What follows belongs to an exercise in optimizing a design on an open flow for small area, a short achievable clock period and few clock cycles; a production flow would make more cautious choices. Where RTL was checked, it was by simulation tests only, not by an equivalence proof against the original. Function not checked in run 1: the RTL went through the layout flow alone.

File: flow/run.sh
#!/bin/bash
# synth_recipe.tcl (not shown) runs the flow's synth.tcl, then flattens the netlist and writes it again
# the make line also repeats each setting of config.mk as NAME=value (left out here)
make -C /OpenROAD-flow-scripts/flow DESIGN_CONFIG=/design/flow/config.mk WORK_HOME=/design/flow/orfs CLKGATE_MAP_FILE= SYNTH_SCRIPT=/design/flow/synth_recipe.tcl finish
File: flow/config.mk
export PLATFORM = sky130hd
export DESIGN_NAME = table_linear_interpolator_core
export DESIGN_NICKNAME = table_linear_interpolator_core
export VERILOG_FILES = /design/flow/design.v
export SDC_FILE = /design/flow/constraint.sdc
export NUM_CORES = 4
export LEC_CHECK = 0
export CAP_MARGIN = 20
export CORE_MARGIN = 2
export CORE_UTILIZATION = 55
export CTS_BUF_LIST = sky130_fd_sc_hd__clkbuf_8
export CTS_CLUSTER_SIZE = 20
export PLACE_DENSITY = 0.65
export SLEW_MARGIN = 20
File: flow/constraint.sdc
create_clock -name core_clock -period 10.0 [get_ports {clk_i}]
set_input_delay 2.0000 -clock core_clock [delete_from_list [all_inputs] [get_ports {clk_i}]]
set_output_delay 2.0000 -clock core_clock [all_outputs]
set_load 0.01 [all_outputs]
File: flow/design.v
package tbli_pkg;
  localparam int unsigned POINTS    = 12;
  localparam int unsigned CNT_W     = (POINTS > 1) ? $clog2(POINTS) : 1;
  localparam int unsigned DATA_W    = 16;
  localparam int unsigned IDX_W     = 4;
  localparam int unsigned DIFF_W    = DATA_W + 1;
  localparam int unsigned PROD_W    = 2 * DIFF_W;
  localparam int unsigned MAG_W     = 2 * DATA_W;
  localparam int unsigned SUM_W     = MAG_W + 2;
  localparam int unsigned DIV_CNT_W = $clog2(MAG_W);
  typedef enum logic {
    FUNC_WRITE = 1'b0,
    FUNC_QUERY = 1'b1
  } func_e;
  typedef enum logic [1:0] {
    ST_EXACT  = 2'd0,
    ST_INTERP = 2'd1,
    ST_RANGE  = 2'd2,
    ST_BADSEG = 2'd3
  } status_e;
  typedef struct packed {
    logic signed [DATA_W-1:0] x;
    logic signed [DATA_W-1:0] y;
  } point_t;
endpackage
module tbli_cell (
  input  logic             clk_i,
  input  logic             ld_i,
  input  tbli_pkg::point_t ld_pt_i,
  output tbli_pkg::point_t pt_o
);
  typedef tbli_pkg::point_t point_t;
  point_t pt_q;
  always_ff @(posedge clk_i) begin
    if (ld_i) begin
      pt_q <= ld_pt_i;
    end
  end
  assign pt_o = pt_q;
endmodule
module tbli_div (
  input  logic [tbli_pkg::DATA_W-1:0] rem_i,    
  input  logic [tbli_pkg::DATA_W-1:0] sh_i,     
  input  logic [tbli_pkg::DATA_W-1:0] dvs_i,
  output logic [tbli_pkg::DATA_W-1:0] rem_o,
  output logic [tbli_pkg::DATA_W-1:0] sh_o
);
  localparam int unsigned DATA_W = tbli_pkg::DATA_W;
  logic [DATA_W:0] t;
  logic [DATA_W:0] d;
  logic            ge;
  assign t     = {rem_i, sh_i[DATA_W-1]};
  assign d     = t - {1'b0, dvs_i};
  assign ge    = !d[DATA_W];
  assign rem_o = ge ? d[DATA_W-1:0] : t[DATA_W-1:0];
  assign sh_o  = {sh_i[DATA_W-2:0], ge};
endmodule
module tbli_mul_csa (
  input  logic [15:0] a_i,
  input  logic [15:0] b_i,
  output logic [95:0] rows_o   
);
  logic [255:0] pp;
  logic fs0, fc0, fs1, fc1, fs2, fc2, fs3, fc3, fs4, fc4, fs5, fc5, fs6, fc6, fs7, fc7;
  logic fs8, fc8, fs9, fc9, fs10, fc10, fs11, fc11, fs12, fc12, fs13, fc13, fs14, fc14, fs15, fc15;
  logic fs16, fc16, fs17, fc17, fs18, fc18, fs19, fc19, fs20, fc20, fs21, fc21, fs22, fc22, fs23, fc23;
  logic fs24, fc24, fs25, fc25, fs26, fc26, fs27, fc27, fs28, fc28, fs29, fc29, fs30, fc30, fs31, fc31;
  logic fs32, fc32, fs33, fc33, fs34, fc34, fs35, fc35, fs36, fc36, fs37, fc37, fs38, fc38, fs39, fc39;
  logic fs40, fc40, fs41, fc41, fs42, fc42, fs43, fc43, fs44, fc44, fs45, fc45, fs46, fc46, fs47, fc47;
  logic fs48, fc48, fs49, fc49, fs50, fc50, fs51, fc51, fs52, fc52, fs53, fc53, fs54, fc54, fs55, fc55;
  logic fs56, fc56, fs57, fc57, fs58, fc58, fs59, fc59, fs60, fc60, fs61, fc61, fs62, fc62, fs63, fc63;
  logic fs64, fc64, fs65, fc65, fs66, fc66, fs67, fc67, fs68, fc68, fs69, fc69, fs70, fc70, fs71, fc71;
  logic fs72, fc72, fs73, fc73, fs74, fc74, fs75, fc75, fs76, fc76, fs77, fc77, fs78, fc78, fs79, fc79;
  logic fs80, fc80, fs81, fc81, fs82, fc82, fs83, fc83, fs84, fc84, fs85, fc85, fs86, fc86, fs87, fc87;
  logic fs88, fc88, fs89, fc89, fs90, fc90, fs91, fc91, fs92, fc92, fs93, fc93, fs94, fc94, fs95, fc95;
  logic fs96, fc96, fs97, fc97, fs98, fc98, fs99, fc99, fs100, fc100, fs101, fc101, fs102, fc102, fs103, fc103;
  logic fs104, fc104, fs105, fc105, fs106, fc106, fs107, fc107, fs108, fc108, fs109, fc109, fs110, fc110, fs111, fc111;
  logic fs112, fc112, fs113, fc113, fs114, fc114, fs115, fc115, fs116, fc116, fs117, fc117, fs118, fc118, fs119, fc119;
  logic fs120, fc120, fs121, fc121, fs122, fc122, fs123, fc123, fs124, fc124, fs125, fc125, fs126, fc126, fs127, fc127;
  logic fs128, fc128, fs129, fc129, fs130, fc130, fs131, fc131, fs132, fc132, fs133, fc133, fs134, fc134, fs135, fc135;
  logic fs136, fc136, fs137, fc137, fs138, fc138, fs139, fc139, fs140, fc140, fs141, fc141, fs142, fc142, fs143, fc143;
  logic fs144, fc144, fs145, fc145, fs146, fc146, fs147, fc147, fs148, fc148, fs149, fc149, fs150, fc150, fs151, fc151;
  logic fs152, fc152, fs153, fc153, fs154, fc154, fs155, fc155, fs156, fc156, fs157, fc157, fs158, fc158, fs159, fc159;
  logic fs160, fc160, fs161, fc161, fs162, fc162, fs163, fc163, fs164, fc164, fs165, fc165, fs166, fc166, fs167, fc167;
  logic hs0, hc0, hs1, hc1, hs2, hc2, hs3, hc3, hs4, hc4, hs5, hc5, hs6, hc6, hs7, hc7;
  logic hs8, hc8, hs9, hc9, hs10, hc10, hs11, hc11, hs12, hc12, hs13, hc13;
  for (genvar i = 0; i < 16; i++) begin : g_pp_i
    for (genvar j = 0; j < 16; j++) begin : g_pp_j
      assign pp[16*i+j] = b_i[i] & a_i[j];
    end
  end
  assign hs0 = pp[13] ^ pp[28];
  assign hc0 = pp[13] & pp[28];
  assign fs0 = pp[14] ^ pp[29] ^ pp[44];
  assign fc0 = (pp[14] & pp[29]) | (pp[14] & pp[44]) | (pp[29] & pp[44]);
  assign hs1 = pp[59] ^ pp[74];
  assign hc1 = pp[59] & pp[74];
  assign fs1 = pp[15] ^ pp[30] ^ pp[45];
  assign fc1 = (pp[15] & pp[30]) | (pp[15] & pp[45]) | (pp[30] & pp[45]);
  assign fs2 = pp[60] ^ pp[75] ^ pp[90];
  assign fc2 = (pp[60] & pp[75]) | (pp[60] & pp[90]) | (pp[75] & pp[90]);
  assign hs2 = pp[105] ^ pp[120];
  assign hc2 = pp[105] & pp[120];
  assign fs3 = pp[31] ^ pp[46] ^ pp[61];
  assign fc3 = (pp[31] & pp[46]) | (pp[31] & pp[61]) | (pp[46] & pp[61]);
  assign fs4 = pp[76] ^ pp[91] ^ pp[106];
  assign fc4 = (pp[76] & pp[91]) | (pp[76] & pp[106]) | (pp[91] & pp[106]);
  assign hs3 = pp[121] ^ pp[136];
  assign hc3 = pp[121] & pp[136];
  assign fs5 = pp[47] ^ pp[62] ^ pp[77];
  assign fc5 = (pp[47] & pp[62]) | (pp[47] & pp[77]) | (pp[62] & pp[77]);
  assign fs6 = pp[92] ^ pp[107] ^ pp[122];
  assign fc6 = (pp[92] & pp[107]) | (pp[92] & pp[122]) | (pp[107] & pp[122]);
  assign fs7 = pp[63] ^ pp[78] ^ pp[93];
  assign fc7 = (pp[63] & pp[78]) | (pp[63] & pp[93]) | (pp[78] & pp[93]);
  assign hs4 = pp[9] ^ pp[24];
  assign hc4 = pp[9] & pp[24];
  assign fs8 = pp[10] ^ pp[25] ^ pp[40];
  assign fc8 = (pp[10] & pp[25]) | (pp[10] & pp[40]) | (pp[25] & pp[40]);
  assign hs5 = pp[55] ^ pp[70];
  assign hc5 = pp[55] & pp[70];
  assign fs9 = pp[11] ^ pp[26] ^ pp[41];
  assign fc9 = (pp[11] & pp[26]) | (pp[11] & pp[41]) | (pp[26] & pp[41]);
  assign fs10 = pp[56] ^ pp[71] ^ pp[86];
  assign fc10 = (pp[56] & pp[71]) | (pp[56] & pp[86]) | (pp[71] & pp[86]);
  assign hs6 = pp[101] ^ pp[116];
  assign hc6 = pp[101] & pp[116];
  assign fs11 = pp[12] ^ pp[27] ^ pp[42];
  assign fc11 = (pp[12] & pp[27]) | (pp[12] & pp[42]) | (pp[27] & pp[42]);
  assign fs12 = pp[57] ^ pp[72] ^ pp[87];
  assign fc12 = (pp[57] & pp[72]) | (pp[57] & pp[87]) | (pp[72] & pp[87]);
  assign fs13 = pp[102] ^ pp[117] ^ pp[132];
  assign fc13 = (pp[102] & pp[117]) | (pp[102] & pp[132]) | (pp[117] & pp[132]);
  assign hs7 = pp[147] ^ pp[162];
  assign hc7 = pp[147] & pp[162];
  assign fs14 = hs0 ^ pp[43] ^ pp[58];
  assign fc14 = (hs0 & pp[43]) | (hs0 & pp[58]) | (pp[43] & pp[58]);
  assign fs15 = pp[73] ^ pp[88] ^ pp[103];
  assign fc15 = (pp[73] & pp[88]) | (pp[73] & pp[103]) | (pp[88] & pp[103]);
  assign fs16 = pp[118] ^ pp[133] ^ pp[148];
  assign fc16 = (pp[118] & pp[133]) | (pp[118] & pp[148]) | (pp[133] & pp[148]);
  assign fs17 = pp[163] ^ pp[178] ^ pp[193];
  assign fc17 = (pp[163] & pp[178]) | (pp[163] & pp[193]) | (pp[178] & pp[193]);
  assign fs18 = hc0 ^ fs0 ^ hs1;
  assign fc18 = (hc0 & fs0) | (hc0 & hs1) | (fs0 & hs1);
  assign fs19 = pp[89] ^ pp[104] ^ pp[119];
  assign fc19 = (pp[89] & pp[104]) | (pp[89] & pp[119]) | (pp[104] & pp[119]);
  assign fs20 = pp[134] ^ pp[149] ^ pp[164];
  assign fc20 = (pp[134] & pp[149]) | (pp[134] & pp[164]) | (pp[149] & pp[164]);
  assign fs21 = pp[179] ^ pp[194] ^ pp[209];
  assign fc21 = (pp[179] & pp[194]) | (pp[179] & pp[209]) | (pp[194] & pp[209]);
  assign fs22 = fc0 ^ hc1 ^ fs1;
  assign fc22 = (fc0 & hc1) | (fc0 & fs1) | (hc1 & fs1);
  assign fs23 = fs2 ^ hs2 ^ pp[135];
  assign fc23 = (fs2 & hs2) | (fs2 & pp[135]) | (hs2 & pp[135]);
  assign fs24 = pp[150] ^ pp[165] ^ pp[180];
  assign fc24 = (pp[150] & pp[165]) | (pp[150] & pp[180]) | (pp[165] & pp[180]);
  assign fs25 = pp[195] ^ pp[210] ^ pp[225];
  assign fc25 = (pp[195] & pp[210]) | (pp[195] & pp[225]) | (pp[210] & pp[225]);
  assign fs26 = fc1 ^ fc2 ^ hc2;
  assign fc26 = (fc1 & fc2) | (fc1 & hc2) | (fc2 & hc2);
  assign fs27 = fs3 ^ fs4 ^ hs3;
  assign fc27 = (fs3 & fs4) | (fs3 & hs3) | (fs4 & hs3);
  assign fs28 = pp[151] ^ pp[166] ^ pp[181];
  assign fc28 = (pp[151] & pp[166]) | (pp[151] & pp[181]) | (pp[166] & pp[181]);
  assign fs29 = pp[196] ^ pp[211] ^ pp[226];
  assign fc29 = (pp[196] & pp[211]) | (pp[196] & pp[226]) | (pp[211] & pp[226]);
  assign fs30 = fc3 ^ fc4 ^ hc3;
  assign fc30 = (fc3 & fc4) | (fc3 & hc3) | (fc4 & hc3);
  assign fs31 = fs5 ^ fs6 ^ pp[137];
  assign fc31 = (fs5 & fs6) | (fs5 & pp[137]) | (fs6 & pp[137]);
  assign fs32 = pp[152] ^ pp[167] ^ pp[182];
  assign fc32 = (pp[152] & pp[167]) | (pp[152] & pp[182]) | (pp[167] & pp[182]);
  assign fs33 = pp[197] ^ pp[212] ^ pp[227];
  assign fc33 = (pp[197] & pp[212]) | (pp[197] & pp[227]) | (pp[212] & pp[227]);
  assign fs34 = fc5 ^ fc6 ^ fs7;
  assign fc34 = (fc5 & fc6) | (fc5 & fs7) | (fc6 & fs7);
  assign fs35 = pp[108] ^ pp[123] ^ pp[138];
  assign fc35 = (pp[108] & pp[123]) | (pp[108] & pp[138]) | (pp[123] & pp[138]);
  assign fs36 = pp[153] ^ pp[168] ^ pp[183];
  assign fc36 = (pp[153] & pp[168]) | (pp[153] & pp[183]) | (pp[168] & pp[183]);
  assign fs37 = pp[198] ^ pp[213] ^ pp[228];
  assign fc37 = (pp[198] & pp[213]) | (pp[198] & pp[228]) | (pp[213] & pp[228]);
  assign fs38 = fc7 ^ pp[79] ^ pp[94];
  assign fc38 = (fc7 & pp[79]) | (fc7 & pp[94]) | (pp[79] & pp[94]);
  assign fs39 = pp[109] ^ pp[124] ^ pp[139];
  assign fc39 = (pp[109] & pp[124]) | (pp[109] & pp[139]) | (pp[124] & pp[139]);
  assign fs40 = pp[154] ^ pp[169] ^ pp[184];
  assign fc40 = (pp[154] & pp[169]) | (pp[154] & pp[184]) | (pp[169] & pp[184]);
  assign fs41 = pp[199] ^ pp[214] ^ pp[229];
  assign fc41 = (pp[199] & pp[214]) | (pp[199] & pp[229]) | (pp[214] & pp[229]);
  assign fs42 = pp[95] ^ pp[110] ^ pp[125];
  assign fc42 = (pp[95] & pp[110]) | (pp[95] & pp[125]) | (pp[110] & pp[125]);
  assign fs43 = pp[140] ^ pp[155] ^ pp[170];
  assign fc43 = (pp[140] & pp[155]) | (pp[140] & pp[170]) | (pp[155] & pp[170]);
  assign fs44 = pp[185] ^ pp[200] ^ pp[215];
  assign fc44 = (pp[185] & pp[200]) | (pp[185] & pp[215]) | (pp[200] & pp[215]);
  assign fs45 = pp[111] ^ pp[126] ^ pp[141];
  assign fc45 = (pp[111] & pp[126]) | (pp[111] & pp[141]) | (pp[126] & pp[141]);
  assign fs46 = pp[156] ^ pp[171] ^ pp[186];
  assign fc46 = (pp[156] & pp[171]) | (pp[156] & pp[186]) | (pp[171] & pp[186]);
  assign fs47 = pp[127] ^ pp[142] ^ pp[157];
  assign fc47 = (pp[127] & pp[142]) | (pp[127] & pp[157]) | (pp[142] & pp[157]);
  assign hs8 = pp[6] ^ pp[21];
  assign hc8 = pp[6] & pp[21];
  assign fs48 = pp[7] ^ pp[22] ^ pp[37];
  assign fc48 = (pp[7] & pp[22]) | (pp[7] & pp[37]) | (pp[22] & pp[37]);
  assign hs9 = pp[52] ^ pp[67];
  assign hc9 = pp[52] & pp[67];
  assign fs49 = pp[8] ^ pp[23] ^ pp[38];
  assign fc49 = (pp[8] & pp[23]) | (pp[8] & pp[38]) | (pp[23] & pp[38]);
  assign fs50 = pp[53] ^ pp[68] ^ pp[83];
  assign fc50 = (pp[53] & pp[68]) | (pp[53] & pp[83]) | (pp[68] & pp[83]);
  assign hs10 = pp[98] ^ pp[113];
  assign hc10 = pp[98] & pp[113];
  assign fs51 = hs4 ^ pp[39] ^ pp[54];
  assign fc51 = (hs4 & pp[39]) | (hs4 & pp[54]) | (pp[39] & pp[54]);
  assign fs52 = pp[69] ^ pp[84] ^ pp[99];
  assign fc52 = (pp[69] & pp[84]) | (pp[69] & pp[99]) | (pp[84] & pp[99]);
  assign fs53 = pp[114] ^ pp[129] ^ pp[144];
  assign fc53 = (pp[114] & pp[129]) | (pp[114] & pp[144]) | (pp[129] & pp[144]);
  assign fs54 = hc4 ^ fs8 ^ hs5;
  assign fc54 = (hc4 & fs8) | (hc4 & hs5) | (fs8 & hs5);
  assign fs55 = pp[85] ^ pp[100] ^ pp[115];
  assign fc55 = (pp[85] & pp[100]) | (pp[85] & pp[115]) | (pp[100] & pp[115]);
  assign fs56 = pp[130] ^ pp[145] ^ pp[160];
  assign fc56 = (pp[130] & pp[145]) | (pp[130] & pp[160]) | (pp[145] & pp[160]);
  assign fs57 = fc8 ^ hc5 ^ fs9;
  assign fc57 = (fc8 & hc5) | (fc8 & fs9) | (hc5 & fs9);
  assign fs58 = fs10 ^ hs6 ^ pp[131];
  assign fc58 = (fs10 & hs6) | (fs10 & pp[131]) | (hs6 & pp[131]);
  assign fs59 = pp[146] ^ pp[161] ^ pp[176];
  assign fc59 = (pp[146] & pp[161]) | (pp[146] & pp[176]) | (pp[161] & pp[176]);
  assign fs60 = fc9 ^ fc10 ^ hc6;
  assign fc60 = (fc9 & fc10) | (fc9 & hc6) | (fc10 & hc6);
  assign fs61 = fs11 ^ fs12 ^ fs13;
  assign fc61 = (fs11 & fs12) | (fs11 & fs13) | (fs12 & fs13);
  assign fs62 = hs7 ^ pp[177] ^ pp[192];
  assign fc62 = (hs7 & pp[177]) | (hs7 & pp[192]) | (pp[177] & pp[192]);
  assign fs63 = fc11 ^ fc12 ^ fc13;
  assign fc63 = (fc11 & fc12) | (fc11 & fc13) | (fc12 & fc13);
  assign fs64 = hc7 ^ fs14 ^ fs15;
  assign fc64 = (hc7 & fs14) | (hc7 & fs15) | (fs14 & fs15);
  assign fs65 = fs16 ^ fs17 ^ pp[208];
  assign fc65 = (fs16 & fs17) | (fs16 & pp[208]) | (fs17 & pp[208]);
  assign fs66 = fc14 ^ fc15 ^ fc16;
  assign fc66 = (fc14 & fc15) | (fc14 & fc16) | (fc15 & fc16);
  assign fs67 = fc17 ^ fs18 ^ fs19;
  assign fc67 = (fc17 & fs18) | (fc17 & fs19) | (fs18 & fs19);
  assign fs68 = fs20 ^ fs21 ^ pp[224];
  assign fc68 = (fs20 & fs21) | (fs20 & pp[224]) | (fs21 & pp[224]);
  assign fs69 = fc18 ^ fc19 ^ fc20;
  assign fc69 = (fc18 & fc19) | (fc18 & fc20) | (fc19 & fc20);
  assign fs70 = fc21 ^ fs22 ^ fs23;
  assign fc70 = (fc21 & fs22) | (fc21 & fs23) | (fs22 & fs23);
  assign fs71 = fs24 ^ fs25 ^ pp[240];
  assign fc71 = (fs24 & fs25) | (fs24 & pp[240]) | (fs25 & pp[240]);
  assign fs72 = fc22 ^ fc23 ^ fc24;
  assign fc72 = (fc22 & fc23) | (fc22 & fc24) | (fc23 & fc24);
  assign fs73 = fc25 ^ fs26 ^ fs27;
  assign fc73 = (fc25 & fs26) | (fc25 & fs27) | (fs26 & fs27);
  assign fs74 = fs28 ^ fs29 ^ pp[241];
  assign fc74 = (fs28 & fs29) | (fs28 & pp[241]) | (fs29 & pp[241]);
  assign fs75 = fc26 ^ fc27 ^ fc28;
  assign fc75 = (fc26 & fc27) | (fc26 & fc28) | (fc27 & fc28);
  assign fs76 = fc29 ^ fs30 ^ fs31;
  assign fc76 = (fc29 & fs30) | (fc29 & fs31) | (fs30 & fs31);
  assign fs77 = fs32 ^ fs33 ^ pp[242];
  assign fc77 = (fs32 & fs33) | (fs32 & pp[242]) | (fs33 & pp[242]);
  assign fs78 = fc30 ^ fc31 ^ fc32;
  assign fc78 = (fc30 & fc31) | (fc30 & fc32) | (fc31 & fc32);
  assign fs79 = fc33 ^ fs34 ^ fs35;
  assign fc79 = (fc33 & fs34) | (fc33 & fs35) | (fs34 & fs35);
  assign fs80 = fs36 ^ fs37 ^ pp[243];
  assign fc80 = (fs36 & fs37) | (fs36 & pp[243]) | (fs37 & pp[243]);
  assign fs81 = fc34 ^ fc35 ^ fc36;
  assign fc81 = (fc34 & fc35) | (fc34 & fc36) | (fc35 & fc36);
  assign fs82 = fc37 ^ fs38 ^ fs39;
  assign fc82 = (fc37 & fs38) | (fc37 & fs39) | (fs38 & fs39);
  assign fs83 = fs40 ^ fs41 ^ pp[244];
  assign fc83 = (fs40 & fs41) | (fs40 & pp[244]) | (fs41 & pp[244]);
  assign fs84 = fc38 ^ fc39 ^ fc40;
  assign fc84 = (fc38 & fc39) | (fc38 & fc40) | (fc39 & fc40);
  assign fs85 = fc41 ^ fs42 ^ fs43;
  assign fc85 = (fc41 & fs42) | (fc41 & fs43) | (fs42 & fs43);
  assign fs86 = fs44 ^ pp[230] ^ pp[245];
  assign fc86 = (fs44 & pp[230]) | (fs44 & pp[245]) | (pp[230] & pp[245]);
  assign fs87 = fc42 ^ fc43 ^ fc44;
  assign fc87 = (fc42 & fc43) | (fc42 & fc44) | (fc43 & fc44);
  assign fs88 = fs45 ^ fs46 ^ pp[201];
  assign fc88 = (fs45 & fs46) | (fs45 & pp[201]) | (fs46 & pp[201]);
  assign fs89 = pp[216] ^ pp[231] ^ pp[246];
  assign fc89 = (pp[216] & pp[231]) | (pp[216] & pp[246]) | (pp[231] & pp[246]);
  assign fs90 = fc45 ^ fc46 ^ fs47;
  assign fc90 = (fc45 & fc46) | (fc45 & fs47) | (fc46 & fs47);
  assign fs91 = pp[172] ^ pp[187] ^ pp[202];
  assign fc91 = (pp[172] & pp[187]) | (pp[172] & pp[202]) | (pp[187] & pp[202]);
  assign fs92 = pp[217] ^ pp[232] ^ pp[247];
  assign fc92 = (pp[217] & pp[232]) | (pp[217] & pp[247]) | (pp[232] & pp[247]);
  assign fs93 = fc47 ^ pp[143] ^ pp[158];
  assign fc93 = (fc47 & pp[143]) | (fc47 & pp[158]) | (pp[143] & pp[158]);
  assign fs94 = pp[173] ^ pp[188] ^ pp[203];
  assign fc94 = (pp[173] & pp[188]) | (pp[173] & pp[203]) | (pp[188] & pp[203]);
  assign fs95 = pp[218] ^ pp[233] ^ pp[248];
  assign fc95 = (pp[218] & pp[233]) | (pp[218] & pp[248]) | (pp[233] & pp[248]);
  assign fs96 = pp[159] ^ pp[174] ^ pp[189];
  assign fc96 = (pp[159] & pp[174]) | (pp[159] & pp[189]) | (pp[174] & pp[189]);
  assign fs97 = pp[204] ^ pp[219] ^ pp[234];
  assign fc97 = (pp[204] & pp[219]) | (pp[204] & pp[234]) | (pp[219] & pp[234]);
  assign fs98 = pp[175] ^ pp[190] ^ pp[205];
  assign fc98 = (pp[175] & pp[190]) | (pp[175] & pp[205]) | (pp[190] & pp[205]);
  assign hs11 = pp[4] ^ pp[19];
  assign hc11 = pp[4] & pp[19];
  assign fs99 = pp[5] ^ pp[20] ^ pp[35];
  assign fc99 = (pp[5] & pp[20]) | (pp[5] & pp[35]) | (pp[20] & pp[35]);
  assign hs12 = pp[50] ^ pp[65];
  assign hc12 = pp[50] & pp[65];
  assign fs100 = hs8 ^ pp[36] ^ pp[51];
  assign fc100 = (hs8 & pp[36]) | (hs8 & pp[51]) | (pp[36] & pp[51]);
  assign fs101 = pp[66] ^ pp[81] ^ pp[96];
  assign fc101 = (pp[66] & pp[81]) | (pp[66] & pp[96]) | (pp[81] & pp[96]);
  assign fs102 = hc8 ^ fs48 ^ hs9;
  assign fc102 = (hc8 & fs48) | (hc8 & hs9) | (fs48 & hs9);
  assign fs103 = pp[82] ^ pp[97] ^ pp[112];
  assign fc103 = (pp[82] & pp[97]) | (pp[82] & pp[112]) | (pp[97] & pp[112]);
  assign fs104 = fc48 ^ hc9 ^ fs49;
  assign fc104 = (fc48 & hc9) | (fc48 & fs49) | (hc9 & fs49);
  assign fs105 = fs50 ^ hs10 ^ pp[128];
  assign fc105 = (fs50 & hs10) | (fs50 & pp[128]) | (hs10 & pp[128]);
  assign fs106 = fc49 ^ fc50 ^ hc10;
  assign fc106 = (fc49 & fc50) | (fc49 & hc10) | (fc50 & hc10);
  assign fs107 = fs51 ^ fs52 ^ fs53;
  assign fc107 = (fs51 & fs52) | (fs51 & fs53) | (fs52 & fs53);
  assign fs108 = fc51 ^ fc52 ^ fc53;
  assign fc108 = (fc51 & fc52) | (fc51 & fc53) | (fc52 & fc53);
  assign fs109 = fs54 ^ fs55 ^ fs56;
  assign fc109 = (fs54 & fs55) | (fs54 & fs56) | (fs55 & fs56);
  assign fs110 = fc54 ^ fc55 ^ fc56;
  assign fc110 = (fc54 & fc55) | (fc54 & fc56) | (fc55 & fc56);
  assign fs111 = fs57 ^ fs58 ^ fs59;
  assign fc111 = (fs57 & fs58) | (fs57 & fs59) | (fs58 & fs59);
  assign fs112 = fc57 ^ fc58 ^ fc59;
  assign fc112 = (fc57 & fc58) | (fc57 & fc59) | (fc58 & fc59);
  assign fs113 = fs60 ^ fs61 ^ fs62;
  assign fc113 = (fs60 & fs61) | (fs60 & fs62) | (fs61 & fs62);
  assign fs114 = fc60 ^ fc61 ^ fc62;
  assign fc114 = (fc60 & fc61) | (fc60 & fc62) | (fc61 & fc62);
  assign fs115 = fs63 ^ fs64 ^ fs65;
  assign fc115 = (fs63 & fs64) | (fs63 & fs65) | (fs64 & fs65);
  assign fs116 = fc63 ^ fc64 ^ fc65;
  assign fc116 = (fc63 & fc64) | (fc63 & fc65) | (fc64 & fc65);
  assign fs117 = fs66 ^ fs67 ^ fs68;
  assign fc117 = (fs66 & fs67) | (fs66 & fs68) | (fs67 & fs68);
  assign fs118 = fc66 ^ fc67 ^ fc68;
  assign fc118 = (fc66 & fc67) | (fc66 & fc68) | (fc67 & fc68);
  assign fs119 = fs69 ^ fs70 ^ fs71;
  assign fc119 = (fs69 & fs70) | (fs69 & fs71) | (fs70 & fs71);
  assign fs120 = fc69 ^ fc70 ^ fc71;
  assign fc120 = (fc69 & fc70) | (fc69 & fc71) | (fc70 & fc71);
  assign fs121 = fs72 ^ fs73 ^ fs74;
  assign fc121 = (fs72 & fs73) | (fs72 & fs74) | (fs73 & fs74);
  assign fs122 = fc72 ^ fc73 ^ fc74;
  assign fc122 = (fc72 & fc73) | (fc72 & fc74) | (fc73 & fc74);
  assign fs123 = fs75 ^ fs76 ^ fs77;
  assign fc123 = (fs75 & fs76) | (fs75 & fs77) | (fs76 & fs77);
  assign fs124 = fc75 ^ fc76 ^ fc77;
  assign fc124 = (fc75 & fc76) | (fc75 & fc77) | (fc76 & fc77);
  assign fs125 = fs78 ^ fs79 ^ fs80;
  assign fc125 = (fs78 & fs79) | (fs78 & fs80) | (fs79 & fs80);
  assign fs126 = fc78 ^ fc79 ^ fc80;
  assign fc126 = (fc78 & fc79) | (fc78 & fc80) | (fc79 & fc80);
  assign fs127 = fs81 ^ fs82 ^ fs83;
  assign fc127 = (fs81 & fs82) | (fs81 & fs83) | (fs82 & fs83);
  assign fs128 = fc81 ^ fc82 ^ fc83;
  assign fc128 = (fc81 & fc82) | (fc81 & fc83) | (fc82 & fc83);
  assign fs129 = fs84 ^ fs85 ^ fs86;
  assign fc129 = (fs84 & fs85) | (fs84 & fs86) | (fs85 & fs86);
  assign fs130 = fc84 ^ fc85 ^ fc86;
  assign fc130 = (fc84 & fc85) | (fc84 & fc86) | (fc85 & fc86);
  assign fs131 = fs87 ^ fs88 ^ fs89;
  assign fc131 = (fs87 & fs88) | (fs87 & fs89) | (fs88 & fs89);
  assign fs132 = fc87 ^ fc88 ^ fc89;
  assign fc132 = (fc87 & fc88) | (fc87 & fc89) | (fc88 & fc89);
  assign fs133 = fs90 ^ fs91 ^ fs92;
  assign fc133 = (fs90 & fs91) | (fs90 & fs92) | (fs91 & fs92);
  assign fs134 = fc90 ^ fc91 ^ fc92;
  assign fc134 = (fc90 & fc91) | (fc90 & fc92) | (fc91 & fc92);
  assign fs135 = fs93 ^ fs94 ^ fs95;
  assign fc135 = (fs93 & fs94) | (fs93 & fs95) | (fs94 & fs95);
  assign fs136 = fc93 ^ fc94 ^ fc95;
  assign fc136 = (fc93 & fc94) | (fc93 & fc95) | (fc94 & fc95);
  assign fs137 = fs96 ^ fs97 ^ pp[249];
  assign fc137 = (fs96 & fs97) | (fs96 & pp[249]) | (fs97 & pp[249]);
  assign fs138 = fc96 ^ fc97 ^ fs98;
  assign fc138 = (fc96 & fc97) | (fc96 & fs98) | (fc97 & fs98);
  assign fs139 = pp[220] ^ pp[235] ^ pp[250];
  assign fc139 = (pp[220] & pp[235]) | (pp[220] & pp[250]) | (pp[235] & pp[250]);
  assign fs140 = fc98 ^ pp[191] ^ pp[206];
  assign fc140 = (fc98 & pp[191]) | (fc98 & pp[206]) | (pp[191] & pp[206]);
  assign fs141 = pp[221] ^ pp[236] ^ pp[251];
  assign fc141 = (pp[221] & pp[236]) | (pp[221] & pp[251]) | (pp[236] & pp[251]);
  assign fs142 = pp[207] ^ pp[222] ^ pp[237];
  assign fc142 = (pp[207] & pp[222]) | (pp[207] & pp[237]) | (pp[222] & pp[237]);
  assign hs13 = pp[3] ^ pp[18];
  assign hc13 = pp[3] & pp[18];
  assign fs143 = hs11 ^ pp[34] ^ pp[49];
  assign fc143 = (hs11 & pp[34]) | (hs11 & pp[49]) | (pp[34] & pp[49]);
  assign fs144 = hc11 ^ fs99 ^ hs12;
  assign fc144 = (hc11 & fs99) | (hc11 & hs12) | (fs99 & hs12);
  assign fs145 = fc99 ^ hc12 ^ fs100;
  assign fc145 = (fc99 & hc12) | (fc99 & fs100) | (hc12 & fs100);
  assign fs146 = fc100 ^ fc101 ^ fs102;
  assign fc146 = (fc100 & fc101) | (fc100 & fs102) | (fc101 & fs102);
  assign fs147 = fc102 ^ fc103 ^ fs104;
  assign fc147 = (fc102 & fc103) | (fc102 & fs104) | (fc103 & fs104);
  assign fs148 = fc104 ^ fc105 ^ fs106;
  assign fc148 = (fc104 & fc105) | (fc104 & fs106) | (fc105 & fs106);
  assign fs149 = fc106 ^ fc107 ^ fs108;
  assign fc149 = (fc106 & fc107) | (fc106 & fs108) | (fc107 & fs108);
  assign fs150 = fc108 ^ fc109 ^ fs110;
  assign fc150 = (fc108 & fc109) | (fc108 & fs110) | (fc109 & fs110);
  assign fs151 = fc110 ^ fc111 ^ fs112;
  assign fc151 = (fc110 & fc111) | (fc110 & fs112) | (fc111 & fs112);
  assign fs152 = fc112 ^ fc113 ^ fs114;
  assign fc152 = (fc112 & fc113) | (fc112 & fs114) | (fc113 & fs114);
  assign fs153 = fc114 ^ fc115 ^ fs116;
  assign fc153 = (fc114 & fc115) | (fc114 & fs116) | (fc115 & fs116);
  assign fs154 = fc116 ^ fc117 ^ fs118;
  assign fc154 = (fc116 & fc117) | (fc116 & fs118) | (fc117 & fs118);
  assign fs155 = fc118 ^ fc119 ^ fs120;
  assign fc155 = (fc118 & fc119) | (fc118 & fs120) | (fc119 & fs120);
  assign fs156 = fc120 ^ fc121 ^ fs122;
  assign fc156 = (fc120 & fc121) | (fc120 & fs122) | (fc121 & fs122);
  assign fs157 = fc122 ^ fc123 ^ fs124;
  assign fc157 = (fc122 & fc123) | (fc122 & fs124) | (fc123 & fs124);
  assign fs158 = fc124 ^ fc125 ^ fs126;
  assign fc158 = (fc124 & fc125) | (fc124 & fs126) | (fc125 & fs126);
  assign fs159 = fc126 ^ fc127 ^ fs128;
  assign fc159 = (fc126 & fc127) | (fc126 & fs128) | (fc127 & fs128);
  assign fs160 = fc128 ^ fc129 ^ fs130;
  assign fc160 = (fc128 & fc129) | (fc128 & fs130) | (fc129 & fs130);
  assign fs161 = fc130 ^ fc131 ^ fs132;
  assign fc161 = (fc130 & fc131) | (fc130 & fs132) | (fc131 & fs132);
  assign fs162 = fc132 ^ fc133 ^ fs134;
  assign fc162 = (fc132 & fc133) | (fc132 & fs134) | (fc133 & fs134);
  assign fs163 = fc134 ^ fc135 ^ fs136;
  assign fc163 = (fc134 & fc135) | (fc134 & fs136) | (fc135 & fs136);
  assign fs164 = fc136 ^ fc137 ^ fs138;
  assign fc164 = (fc136 & fc137) | (fc136 & fs138) | (fc137 & fs138);
  assign fs165 = fc138 ^ fc139 ^ fs140;
  assign fc165 = (fc138 & fc139) | (fc138 & fs140) | (fc139 & fs140);
  assign fs166 = fc140 ^ fc141 ^ fs142;
  assign fc166 = (fc140 & fc141) | (fc140 & fs142) | (fc141 & fs142);
  assign fs167 = fc142 ^ pp[223] ^ pp[238];
  assign fc167 = (fc142 & pp[223]) | (fc142 & pp[238]) | (pp[223] & pp[238]);
  assign rows_o[31:0] = {1'b0, pp[255], fc167, fc166, fc165, fc164, fc163, fc162, fc161, fc160, fc159, fc158, fc157, fc156, fc155, fc154, fc153, fc152, fc151, fc150, fc149, fc148, fc147, fc146, fc145, fc144, fc143, hc13, hs13, pp[2], pp[1], pp[0]};
  assign rows_o[63:32] = {1'b0, 1'b0, pp[239], fs167, fs166, fs165, fs164, fs163, fs162, fs161, fs160, fs159, fs158, fs157, fs156, fs155, fs154, fs153, fs152, fs151, fs150, fs149, fs148, fs147, fs146, fs145, fs144, fs143, pp[33], pp[17], pp[16], 1'b0};
  assign rows_o[95:64] = {1'b0, 1'b0, pp[254], pp[253], pp[252], fs141, fs139, fs137, fs135, fs133, fs131, fs129, fs127, fs125, fs123, fs121, fs119, fs117, fs115, fs113, fs111, fs109, fs107, fs105, fs103, fs101, pp[80], pp[64], pp[48], pp[32], 1'b0, 1'b0};
endmodule
module table_linear_interpolator_core (
  input  logic                                clk_i,
  input  logic                                rst_ni,
  input  logic                                start,
  output logic                                busy,
  input  logic                                func_i,
  input  logic [tbli_pkg::IDX_W-1:0]          point_index_i,
  input  logic signed [tbli_pkg::DATA_W-1:0]  point_x_i,
  input  logic signed [tbli_pkg::DATA_W-1:0]  point_y_i,
  input  logic signed [tbli_pkg::DATA_W-1:0]  query_x_i,
  output logic                                done_o,
  output logic signed [tbli_pkg::DATA_W-1:0]  result_y_o,
  output logic [1:0]                          status_o
);
  localparam int unsigned POINTS = tbli_pkg::POINTS;
  localparam int unsigned DATA_W = tbli_pkg::DATA_W;
  localparam int unsigned IDX_W  = tbli_pkg::IDX_W;
  localparam int unsigned DIFF_W = tbli_pkg::DIFF_W;
  localparam int unsigned MAG_W  = tbli_pkg::MAG_W;
  localparam int unsigned MROWS  = 3;                
  typedef tbli_pkg::point_t point_t;
  localparam logic [1:0] ST_EXACT  = 2'd0;
  localparam logic [1:0] ST_INTERP = 2'd1;
  localparam logic [1:0] ST_RANGE  = 2'd2;
  localparam logic [1:0] ST_BADSEG = 2'd3;
  assign busy = 1'b0;
  logic             wr_v_q;
  logic [IDX_W-1:0] wr_idx_q;
  point_t           wr_pt_q;
  always_ff @(posedge clk_i or negedge rst_ni) begin
    if (!rst_ni) wr_v_q <= 1'b0;
    else         wr_v_q <= start && (func_i == tbli_pkg::FUNC_WRITE);
  end
  always_ff @(posedge clk_i) begin
    wr_idx_q  <= point_index_i;
    wr_pt_q.x <= point_x_i;
    wr_pt_q.y <= point_y_i;
  end
  logic signed [DATA_W-1:0] tx [POINTS];
  logic signed [DATA_W-1:0] ty [POINTS];
  for (genvar k = 0; k < POINTS; k++) begin : g_cell
    logic   ld;
    point_t pt;
    assign ld = wr_v_q && (int'(wr_idx_q) == k);
    tbli_cell u_cell (
      .clk_i   (clk_i),
      .ld_i    (ld),
      .ld_pt_i (wr_pt_q),
      .pt_o    (pt)
    );
    assign tx[k] = pt.x;
    assign ty[k] = pt.y;
  end
  logic                     v1_q;
  logic signed [DATA_W-1:0] q1_q;
  always_ff @(posedge clk_i or negedge rst_ni) begin
    if (!rst_ni) v1_q <= 1'b0;
    else         v1_q <= start && (func_i == tbli_pkg::FUNC_QUERY);
  end
  always_ff @(posedge clk_i) q1_q <= query_x_i;
  logic [POINTS-1:0] c_eq, c_hit, c_first;
  logic              c_seen;
  logic [1:0]        c_st;
  always_comb begin
    for (int i = 0; i < POINTS; i++) begin
      c_eq[i]  = (tx[i] == q1_q);
      c_hit[i] = c_eq[i];
      if (i < POINTS - 1) c_hit[i] = c_hit[i] || (tx[i+1] > q1_q);
    end
    c_seen = 1'b0;
    for (int i = 0; i < POINTS; i++) begin
      c_first[i] = c_hit[i] && !c_seen;
      c_seen     = c_seen || c_hit[i];
    end
    c_st = !c_seen ? ST_RANGE : (|(c_first & c_eq)) ? ST_EXACT : ST_INTERP;
  end
  logic                     v2_q;
  logic [1:0]               st2_q;
  logic signed [DATA_W-1:0] q2_q;
  logic [POINTS-1:0]        first2_q;
  always_ff @(posedge clk_i or negedge rst_ni) begin
    if (!rst_ni) v2_q <= 1'b0;
    else         v2_q <= v1_q;
  end
  always_ff @(posedge clk_i) begin
    st2_q    <= c_st;
    q2_q     <= q1_q;
    first2_q <= c_first;
  end
  logic signed [DATA_W-1:0] s_x0, s_y0, s_x1, s_y1;
  always_comb begin
    s_x0 = '0; s_y0 = '0; s_x1 = '0; s_y1 = '0;
    for (int i = 0; i < POINTS; i++) begin
      s_x0 |= {DATA_W{first2_q[i]}} & tx[i];
      s_y0 |= {DATA_W{first2_q[i]}} & ty[i];
      if (i < POINTS - 1) begin
        s_x1 |= {DATA_W{first2_q[i]}} & tx[i+1];
        s_y1 |= {DATA_W{first2_q[i]}} & ty[i+1];
      end
    end
  end
  logic                     v3_q;
  logic [1:0]               st3_q;
  logic signed [DATA_W-1:0] q3_q, x0_3_q, y0_3_q, x1_3_q, y1_3_q;
  always_ff @(posedge clk_i or negedge rst_ni) begin
    if (!rst_ni) v3_q <= 1'b0;
    else         v3_q <= v2_q;
  end
  always_ff @(posedge clk_i) begin
    st3_q  <= st2_q;
    q3_q   <= q2_q;
    x0_3_q <= s_x0;
    y0_3_q <= s_y0;
    x1_3_q <= s_x1;
    y1_3_q <= s_y1;
  end
  logic                     v4_q;
  logic [1:0]               st4_q;
  logic signed [DATA_W-1:0] y0_4_q;
  logic signed [DIFF_W-1:0] dx4_q, dy4_q, dqx4_q;
  always_ff @(posedge clk_i or negedge rst_ni) begin
    if (!rst_ni) v4_q <= 1'b0;
    else         v4_q <= v3_q;
  end
  always_ff @(posedge clk_i) begin
    st4_q  <= st3_q;
    y0_4_q <= y0_3_q;
    dx4_q  <= DIFF_W'(x1_3_q) - DIFF_W'(x0_3_q);
    dy4_q  <= DIFF_W'(y1_3_q) - DIFF_W'(y0_3_q);
    dqx4_q <= DIFF_W'(q3_q)   - DIFF_W'(x0_3_q);
  end
  logic [DATA_W-1:0] c_adx, c_ady, c_adqx;
  assign c_adx  = dx4_q[DIFF_W-1]  ? DATA_W'(-dx4_q)  : dx4_q[DATA_W-1:0];
  assign c_ady  = dy4_q[DIFF_W-1]  ? DATA_W'(-dy4_q)  : dy4_q[DATA_W-1:0];
  assign c_adqx = dqx4_q[DIFF_W-1] ? DATA_W'(-dqx4_q) : dqx4_q[DATA_W-1:0];
  logic                     v5_q;
  logic [1:0]               st5_q;
  logic signed [DATA_W-1:0] y0_5_q;
  logic                     neg5_q;
  logic [DATA_W-1:0]        dx5_q, dy5_q, dqx5_q;
  always_ff @(posedge clk_i or negedge rst_ni) begin
    if (!rst_ni) v5_q <= 1'b0;
    else         v5_q <= v4_q;
  end
  always_ff @(posedge clk_i) begin
    st5_q  <= (st4_q == ST_INTERP && dx4_q == '0) ? ST_BADSEG : st4_q;
    y0_5_q <= y0_4_q;
    neg5_q <= dx4_q[DIFF_W-1] ^ dy4_q[DIFF_W-1] ^ dqx4_q[DIFF_W-1];
    dx5_q  <= c_adx;
    dy5_q  <= c_ady;
    dqx5_q <= c_adqx;
  end
  logic [MROWS*MAG_W-1:0] c_rows;
  tbli_mul_csa u_mul (
    .a_i   (dy5_q),
    .b_i   (dqx5_q),
    .rows_o (c_rows)
  );
  logic                     v6_q;
  logic [1:0]               st6_q;
  logic signed [DATA_W-1:0] y0_6_q;
  logic                     neg6_q;
  logic [DATA_W-1:0]        dx6_q;
  logic [MROWS*MAG_W-1:0]   rows6_q;
  always_ff @(posedge clk_i or negedge rst_ni) begin
    if (!rst_ni) v6_q <= 1'b0;
    else         v6_q <= v5_q;
  end
  always_ff @(posedge clk_i) begin
    st6_q   <= st5_q;
    y0_6_q  <= y0_5_q;
    neg6_q  <= neg5_q;
    dx6_q   <= dx5_q;
    rows6_q <= c_rows;
  end
  logic [MAG_W-1:0] c_prod;
  always_comb begin
    c_prod = '0;
    for (int r = 0; r < MROWS; r++) c_prod += rows6_q[r*MAG_W +: MAG_W];
  end
  logic                     v7_q;
  logic [1:0]               st7_q;
  logic signed [DATA_W-1:0] y0_7_q;
  logic                     neg7_q;
  logic [DATA_W-1:0]        dx7_q;
  logic [MAG_W-1:0]         n7_q;
  always_ff @(posedge clk_i or negedge rst_ni) begin
    if (!rst_ni) v7_q <= 1'b0;
    else         v7_q <= v6_q;
  end
  always_ff @(posedge clk_i) begin
    st7_q  <= st6_q;
    y0_7_q <= y0_6_q;
    neg7_q <= neg6_q;
    dx7_q  <= dx6_q;
    n7_q   <= c_prod;
  end
  localparam int unsigned PW = 2 + 1 + 1 + 4 * DATA_W;   
  logic          r_v  [DATA_W+1];
  logic [PW-1:0] r_pl [DATA_W+1];
  assign r_v[0]  = v7_q;
  assign r_pl[0] = {st7_q, neg7_q, 1'b0, y0_7_q, dx7_q, n7_q};
  for (genvar r = 0; r < DATA_W; r++) begin : g_row
    logic [DATA_W-1:0] rem_n, sh_n;
    logic [PW-1:0]     pl_n;
    tbli_div u_row (
      .rem_i (r_pl[r][2*DATA_W-1:DATA_W]),
      .sh_i  (r_pl[r][DATA_W-1:0]),
      .dvs_i (r_pl[r][3*DATA_W-1:2*DATA_W]),
      .rem_o (rem_n),
      .sh_o  (sh_n)
    );
    if (r == 0) begin : g_ovf
      assign pl_n = {r_pl[r][PW-1:PW-3],
                     r_pl[r][2*DATA_W-1:DATA_W] >= r_pl[r][3*DATA_W-1:2*DATA_W],
                     r_pl[r][PW-5:2*DATA_W], rem_n, sh_n};
    end else begin : g_pass
      assign pl_n = {r_pl[r][PW-1:2*DATA_W], rem_n, sh_n};
    end
    logic          v_q;
    logic [PW-1:0] pl_q;
    always_ff @(posedge clk_i or negedge rst_ni) begin
      if (!rst_ni) v_q <= 1'b0;
      else         v_q <= r_v[r];
    end
    always_ff @(posedge clk_i) pl_q <= pl_n;
    assign r_v[r+1]  = v_q;
    assign r_pl[r+1] = pl_q;
  end
  logic                     vq_q;
  logic [1:0]               stq_q;
  logic signed [DATA_W-1:0] y0q_q;
  logic                     negq_q, ovfq_q;
  logic [DATA_W-1:0]        quot_q;
  assign vq_q = r_v[DATA_W];
  assign {stq_q, negq_q, ovfq_q, y0q_q} = r_pl[DATA_W][PW-1:3*DATA_W];
  assign quot_q = r_pl[DATA_W][DATA_W-1:0];
  localparam int unsigned VW = DATA_W + 2;
  logic signed [VW-1:0] c_val;
  always_comb begin
    unique case (stq_q)
      ST_EXACT:  c_val = VW'(y0q_q);
      ST_INTERP: begin
        if (ovfq_q)      c_val = negq_q ? -VW'(65536) : VW'(65535);
        else if (negq_q) c_val = VW'(y0q_q) - VW'(quot_q);
        else             c_val = VW'(y0q_q) + VW'(quot_q);
      end
      default:   c_val = '0;
    endcase
  end
  logic                 vs_q;
  logic [1:0]           sts_q;
  logic signed [VW-1:0] val_q;
  always_ff @(posedge clk_i or negedge rst_ni) begin
    if (!rst_ni) vs_q <= 1'b0;
    else         vs_q <= vq_q;
  end
  always_ff @(posedge clk_i) begin
    sts_q <= stq_q;
    val_q <= c_val;
  end
  logic signed [DATA_W-1:0] c_res;
  always_comb begin
    if (val_q[VW-1:DATA_W-1] == 3'b000 || val_q[VW-1:DATA_W-1] == 3'b111)
      c_res = val_q[DATA_W-1:0];
    else
      c_res = val_q[VW-1] ? 16'sh8000 : 16'sh7FFF;
  end
  logic                     done_q;
  logic signed [DATA_W-1:0] res_q;
  logic [1:0]               stat_q;
  always_ff @(posedge clk_i or negedge rst_ni) begin
    if (!rst_ni) done_q <= 1'b0;
    else         done_q <= vs_q;
  end
  always_ff @(posedge clk_i) begin
    res_q  <= c_res;
    stat_q <= sts_q;
  end
  assign done_o     = done_q;
  assign result_y_o = res_q;
  assign status_o   = stat_q;
endmodule
==> impl_results.md, run 1 <==
- Crit-path cells: clkdlybuf4s50_1
- CTS Buffer Depth: 4
- Fin. max-slew vios: 0
- Root buffer cell: clkbuf_8
- Worst relative slew slack: 28.45%
- Filler Cells Inserted: approximately 11000
- WL/cell: 20.41 µm
- DRC Markers: 0
- Via count: just over 50000
- Setup TNS: 0 ns
- # nets final: ~7800
- Worst EP arrival: 1.93 ns
- Syn. warnings: 10
- Port buffer count: between 70 and 80
- Area of the core: between 100000 and 150000 µm²
- CP max FO: 1
- Yosys reg bits: between 1500 and 2000
- Ys flop type: dfxtp_1
- Postcts setup bufs: 0
- Synth unique cells: 74
- Layout cells sized above 1: between 10% and 20%
- Critical path endpoint category: output port
- Max stage delay on crit path: between 0.5 and 0.6 ns
- Slowest CP cell: clkdlybuf4s50_1
- Worst-Margin Slew: approximately 1.1 ns
- Area growth syn-to-layout: 12.04%
- Routed WL: around 180 mm
- Req. time, crit path: 8.00 ns
- Max Cap Viol: 0
- Initial antenna violation count: 4
- First-pass GRT wire length: approximately 290 mm
- Grt total ovfl: 0
- # setup viols final: 0
- Critical path type: flop to output port
- Starting density of the core: 55.25%
- Io pins: 76
- Avg Inst Size Synth: roughly 12 µm²
- Hold Fails Final Rpt: 0
- H-tree depth: 5
- Site row count: 139
- Initial drt markers: roughly 3600
- Commonest non-fill, non-tap cell in the layout: dfxtp_1
- Run status: no timing/DRC/antenna violations
- Post-Synthesis Net Count: roughly 7500
- Die W: ~380 µm
- Seq/Total Area, Yosys: between 50% and 60%
- Drt via density: between 5 and 6
- HPWL Detailed: around 130 mm
- Post_cts resized: 0
- Worst skew pair latency: around 0.98 ns
- Ys async rst share: under 10%
- Post-synth EDFFs: roughly 380
- Buf+Inv Stages, Crit Path: 1
- Hold Path Class: flop to flop
- Unrepaired setup endpoints after global routing: false
- Cts hold-fix bufs: 0
- Cts bufs inserted: around 320
- Period minus WS final: 3.927 ns
- Critical Path Start Type: flop
- Reg clk slew, reported paths: roughly 0.06 ns
- Die height: 383.4 µm
- GRT Total Usage: between 20% and 30%
- Clk sinks: between 1500 and 2000
- Pin count of the biggest net entering global routing: 65
- Post-synthesis cell count: 6651
- FMAX: 254.6 MHz
- Setup Skew: 0.06681 ns
- Final period utilization: about two fifths
- CP top delay family: buffers and inverters
- Hold WS: between 0.2 and 0.3 ns
- CTS tree: done
- DIE AREA: about 150000 µm²
- Vias in the first global route: 51230
- Synth Cell Area: between 70000 and 80000 µm²
- First-pass DRT Iterations: 9
- Util after Layout: 61.90%
- Antenna viol nets, final: 0
- GP Congestion: between 1 and 1.5
- Leading cell types in the layout, fill and taps excluded: 1571 x dfxtp_1, 661 x inv_1, 560 x ha_1, 385 x clkbuf_8, 384 x edfxtp_1
Yosys cell counts, types with 7 or more instances:
cell type / count / share of area [%]
o41ai_1: 13 / 0.14
mux2_4: 7 / 0.13
a21o_1: 95 / 0.90
a221oi_1: 162 / 1.8
nand2b_1: 55 / 0.43
nor2_1: 360 / 1.7
or3_1: 56 / 0.44
a31oi_1: 12 / 0.095
xnor2_1: 241 / 2.7
nand3_1: 131 / 0.83
a22oi_1: 9 / 0.085
nand4_1: 38 / 0.30
mux2_2: 189 / 2.7
and3_1: 70 / 0.55
a21oi_1: 220 / 1.4
clkbuf_1: 100 / 0.47
a31o_2: 27 / 0.30
and2_1: 209 / 1.7
o21bai_1: 14 / 0.13
ha_1: 560 / 8.8
a21boi_0: 35 / 0.33
nor2b_1: 64 / 0.51
dfxtp_1: 1584 / 40
nand3b_1: 19 / 0.18
nor4_1: 16 / 0.13
edfxtp_1: 384 / 15
a222oi_1: 32 / 0.40
or4_1: 7 / 0.066
fa_1: 216 / 5.5
nand2_1: 267 / 1.3
dfrtp_1: 26 / 0.82
xor2_1: 94 / 1.0
buf_1: 32 / 0.15
mux2i_1: 50 / 0.63
o21a_1: 59 / 0.56
o21ai_0: 140 / 0.88
nor3_1: 150 / 0.95
o211ai_1: 64 / 0.61
o31ai_1: 22 / 0.21
a211oi_1: 19 / 0.18
buf_4: 15 / 0.14
a2111oi_0: 13 / 0.14
inv_1: 550 / 2.6
a22o_1: 158 / 1.7
final cells by class:
class                           instances  area [µm²]  area share (%)
Clock buffer                          385        5299           5.973
Sequential cell                      1994       43930           49.52
Clock inverter                        172        1224           1.379
Timing Repair Buffer                   95       915.9           1.032
Multi-Input combinational cell       3959       32880           37.07
Tap cell                             1903        2381           2.684
Inverter                              550        2064           2.327
Antenna cell                            5       12.51         0.01410
flip-flops by register name (all words and copies together) (netlist names), 17 cells and up:
register	cells
n7_q	32
wr_pt_q	32
g_cell.u_cell.pt_q	384
val_q	18
rows6_q	88
g_row.pl_q	1056
dqx4_q	17
dx4_q	17
dy4_q	17
stage by stage:
step	setup WS, ns	cell area (µm²)	cells
floorplan	6.500	79170	6651
global placement	6.209	82020	8498
detailed placement	6.182	82030	8499
CTS	5.955	88560	9056
global route	5.867	88700	9061
finish	6.073	88710	9063
path summary, 6_finish.rpt:
check | slack [ns] | start | depth (start not counted) | to
hold / removal | 0.27 | g_row[10].pl_q[52] | 0 | g_row[11].pl_q[52]
max in group asynchronous | 8.59 | rst_ni | 1 | done_q
setup reg to reg | 6.38 | dy5_q[14] | 7 | rows6_q[47]
hold reg to reg | 0.27 | g_row[10].pl_q[52] | 0 | g_row[11].pl_q[52]
setup / recovery | 6.07 | res_q[15] | 1 | result_y_o[15]
min in group asynchronous | 1.03 | rst_ni | 1 | wr_v_q
per-layer routing:
layer	GRT usage [%]	routed length, µm
met2	43.63	91120
met3	4.579	11540
met4	13.19	9913
met5	0	0
met1	29.65	72430
kinds of logic after synthesis:
logic type	after synthesis	share of synthesized area [%]
muxes	246	3.453
AOI/OAI and AO/OA	1138	10.46
buffers and inverters	698	3.401
adders and majority gates	776	14.31
xor gates and xnor gates	335	3.706
DFF	1994	55.44
other	1	0.004737
and+or+nand+nor	1463	9.228
==> run 2, diff against run 1 <==
--- a/flow/design.v
+++ b/flow/design.v
@@ -700,7 +700,7 @@
     unique case (stq_q)
       ST_EXACT:  c_val = VW'(y0q_q);
       ST_INTERP: begin
-        if (ovfq_q)      c_val = negq_q ? -VW'(65536) : VW'(65535);
+        if (ovfq_q)      c_val = negq_q ? 18'sh30000 : 18'sh0FFFF;
         else if (negq_q) c_val = VW'(y0q_q) - VW'(quot_q);
         else             c_val = VW'(y0q_q) + VW'(quot_q);
       end
--- a/flow/config.mk
+++ b/flow/config.mk
@@ -7,8 +7,5 @@
 export LEC_CHECK = 0
 export CAP_MARGIN = 20
 export CORE_MARGIN = 2
-export CORE_UTILIZATION = 55
-export CTS_BUF_LIST = sky130_fd_sc_hd__clkbuf_8
-export CTS_CLUSTER_SIZE = 20
-export PLACE_DENSITY = 0.65
+export CORE_UTILIZATION = 40
 export SLEW_MARGIN = 20
==> impl_results.md, run 2 <==
- Most frequent cell after synthesis: dfxtp_1
- PnR worst setup slack: about 6 ns
- Util after Layout: between 40 and 50%
- Leading cell types in the layout, fill and taps excluded: 1572 x dfxtp_1, 563 x inv_1, 560 x ha_1, 384 x edfxtp_1, 353 x nor2_1
- Post-synth EDFFs: approximately 380
- Postcts setup bufs: 0
- Layout cells sized above 1: 9.680%
- Critical path endpoint category: flop
- Placed cell area: about 84000 µm²
- GP Congestion: 0.9298
- Die W: about 450 µm
- Reg2reg start: q1_q[13]
- Via count: ~50000
- Cts hold-fix bufs: 0
- Ys async rst share: roughly 1.3%
- Routed WL: ~190 mm
- Drt via density: just over 5
- Root buffer cell: clkbuf_16
- Critical path type: flop to flop
- Worst-Margin Slew: 1.129 ns
- Worst EP arrival: between 4 and 5 ns
- FMAX: 248.4 MHz
- Run status: no timing/DRC/antenna violations
- Hold Fails Final Rpt: 0
- Post-Synthesis Net Count: around 7500
- Syn. warnings: 10
- Avg Inst Size Synth: roughly 12 µm²
- Post_cts resized: 0
- Place WS: ~6.2 ns
- Setup Skew: roughly 0.042 ns
- Hold Startpoint: g_row[2].pl_q[65]
- H-tree depth: 4
- Site row count: between 150 and 200
- Req. time, crit path: 10.73 ns
- # nets final: about 7600
- Synth Cell Area: 80570 µm²
- HPWL Detailed: around 130 mm
- DRC Markers: 0
- Fin. max-slew vios: 0
- Vias in the first global route: approximately 50000
- Starting density of the core: between 40% and 50%
- Synth area leader: dfxtp_1
- Pin count of the biggest net entering global routing: 65
- First-pass GRT wire length: ~290 mm
- Cell area after layout: 90810 µm²
- Cts bufs inserted: approximately 190
- First-pass DRT Iterations: 6
- Top Registers: g_row.pl_q (1056), g_cell.u_cell.pt_q (384), rows6_q (88)
- CTS tree: done
- DIE AREA: 205000 µm²
- WL/cell: between 15 and 20 µm
- Commonest non-fill, non-tap cell in the layout: dfxtp_1
- Port buffer count: 74
- Top reg by flops: g_row.pl_q
- Hold Path Class: flop to flop
- Clk sinks: around 2000
- Antenna viol nets, final: 0
- CTS Buffer Depth: 3
- Io pins: 76
- Worst skew pair latency: around 0.83 ns
- Reg clk slew, reported paths: 0.08 ns
- Initial antenna violation count: 9
- Die height: approximately 450 µm
- Ys flop type: dfxtp_1
- Yosys reg bits: ~2000
- Max Cap Viol: 0
- GRT Total Usage: ~18%
- Area growth syn-to-layout: 12.71%
- Grt total ovfl: 0
- Unrepaired setup endpoints after global routing: false
- Initial drt markers: 3468
- Final period utilization: between 40% and 50%
- Area of the core: 200100 µm²
- Period minus WS final: 4.026 ns
- Setup TNS: 0 ns
- Area contributors post-synth: dfxtp_1 39%, edfxtp_1 14%, ha_1 8.7%
- Critical Path Start Type: flop
- Synth top area share: 39.36%
- Post-synthesis cell count: approximately 6600
- Worst relative slew slack: around 25%
- Max reg flops: approximately 1100
- # setup viols final: 0
- Commonest cells post-synth: 1584 x dfxtp_1, 563 x inv_1, 560 x ha_1
- Synth unique cells: just over 80
- Setup crit start: q1_q[13]
- CP max FO: 11
- Seq/Total Area, Yosys: a little over half
==> run 2: cell types whose count changed in the layout (fill, tap and decap cells not counted), sizes merged, moves of 23 or more <==
cell    previous run  this run
or3               56        23
o211ai            64         8
o21ai            143       183
o31a               5        32
o21a              59        82
o41ai             15        53
a31o              27         3
nand2            267       240
inv              663       579
a21boi            35         9
clkbuf           385       256
==> run 2: area by class of cell <==
class	count	area (µm²)
clock buffers	256	5349
diodes	3	7.507
fillers	18040	109300
clock inverters	99	1370
inverters	563	2113
multi-input cells	3936	33830
flip-flops and latches	1994	43930
well taps	2656	3323
repair buffers	94	885.9
==> run 2: layer usage <==
layer	global-route usage [%]	part of all wire [%]	routed length (µm)	vias up
met5	0	0.018	33	-
met4	8.182	4.4	8267	4
met3	3.062	5.1	9554	407
met2	32.11	50	93240	1360
met1	20.87	40	74930	23760
li1	-	-	-	23820
==> run 2: critical path, cell delays in order, from the launching register on <==
cell       delay, ns
dfxtp_1         0.38
inv_1           0.24
ha_1            0.43
and4_1          0.26
nand4_1         0.16
or4_1           0.58
o311ai_0        0.22
a2111oi_0       0.22
nor3_1          0.41
nand4_1         0.35
nor4_1          0.46
nor3b_1         0.24
==> run 2: kinds of logic after synthesis <==
family | after synthesis | share of synthesized area [%]
DFF | 1994 | 54.48
other | 1 | 0.004654
xor gates and xnor gates | 317 | 3.446
buffers and inverters | 716 | 3.632
adders and majority gates | 776 | 14.06
muxes | 243 | 3.800
and+or+nand+nor | 1362 | 8.502
AOI/OAI and AO/OA | 1237 | 12.07
==> run 2: path summary, 6_finish.rpt <==
path,to,slack (ns),depth (start not counted)
max,first2_q[11],5.97,11
max reg2reg,first2_q[11],5.97,11
min in group asynchronous,v2_q,1.17,1
min,g_row[3].pl_q[65],0.31,0
max in group asynchronous,done_q,8.43,1
min reg2reg,g_row[3].pl_q[65],0.31,0
==> run 2: stage by stage <==
stage / std cells / hold slack (ns)
2_1_floorplan: 6646 / 0.3096
3_3_place_gp: 9243 / 0.3095
3_5_place_dp: 9243 / 0.3121
4_1_cts: 9598 / 0.3054
5_1_grt: 9601 / 0.3167
6_report: 9601 / 0.3124
Testbench counts of run 2, summed over its fixed seeds: cycles 1,919.

-- static timing again, ports no longer ideal --
How much do the figures lean on ideal ports? The routed layouts below were timed once more, with nothing changed but the port constraints.
Step 1, drivers: a clkbuf_16 drives clk_i and a buf_2 each remaining input, both assumed.
Step 2 also shifts input and output timing later by t, the mid clock arrival at the registers, as if the neighbouring blocks saw the same clock.
Slacks: ideal / step 1 / step 2; pairs: ideal / step 1.
| run | t (ns) | setup slack, ns | worst register clock-pin slew, ns | worst data-port slew with drivers (ns) | pins driven straight from the clock port |
|---|---|---|---|---|---|
| run 1 | 1.023 | 6.073 / 5.996 / 6.384 | 0.07 / 0.07 | 0.08 | 1 |
| run 2 | 0.909 | 5.974 / 5.974 / 5.974 | 0.08 / 0.08 | 0.07 | 1 |
After both steps setup and hold are still met in every run listed.
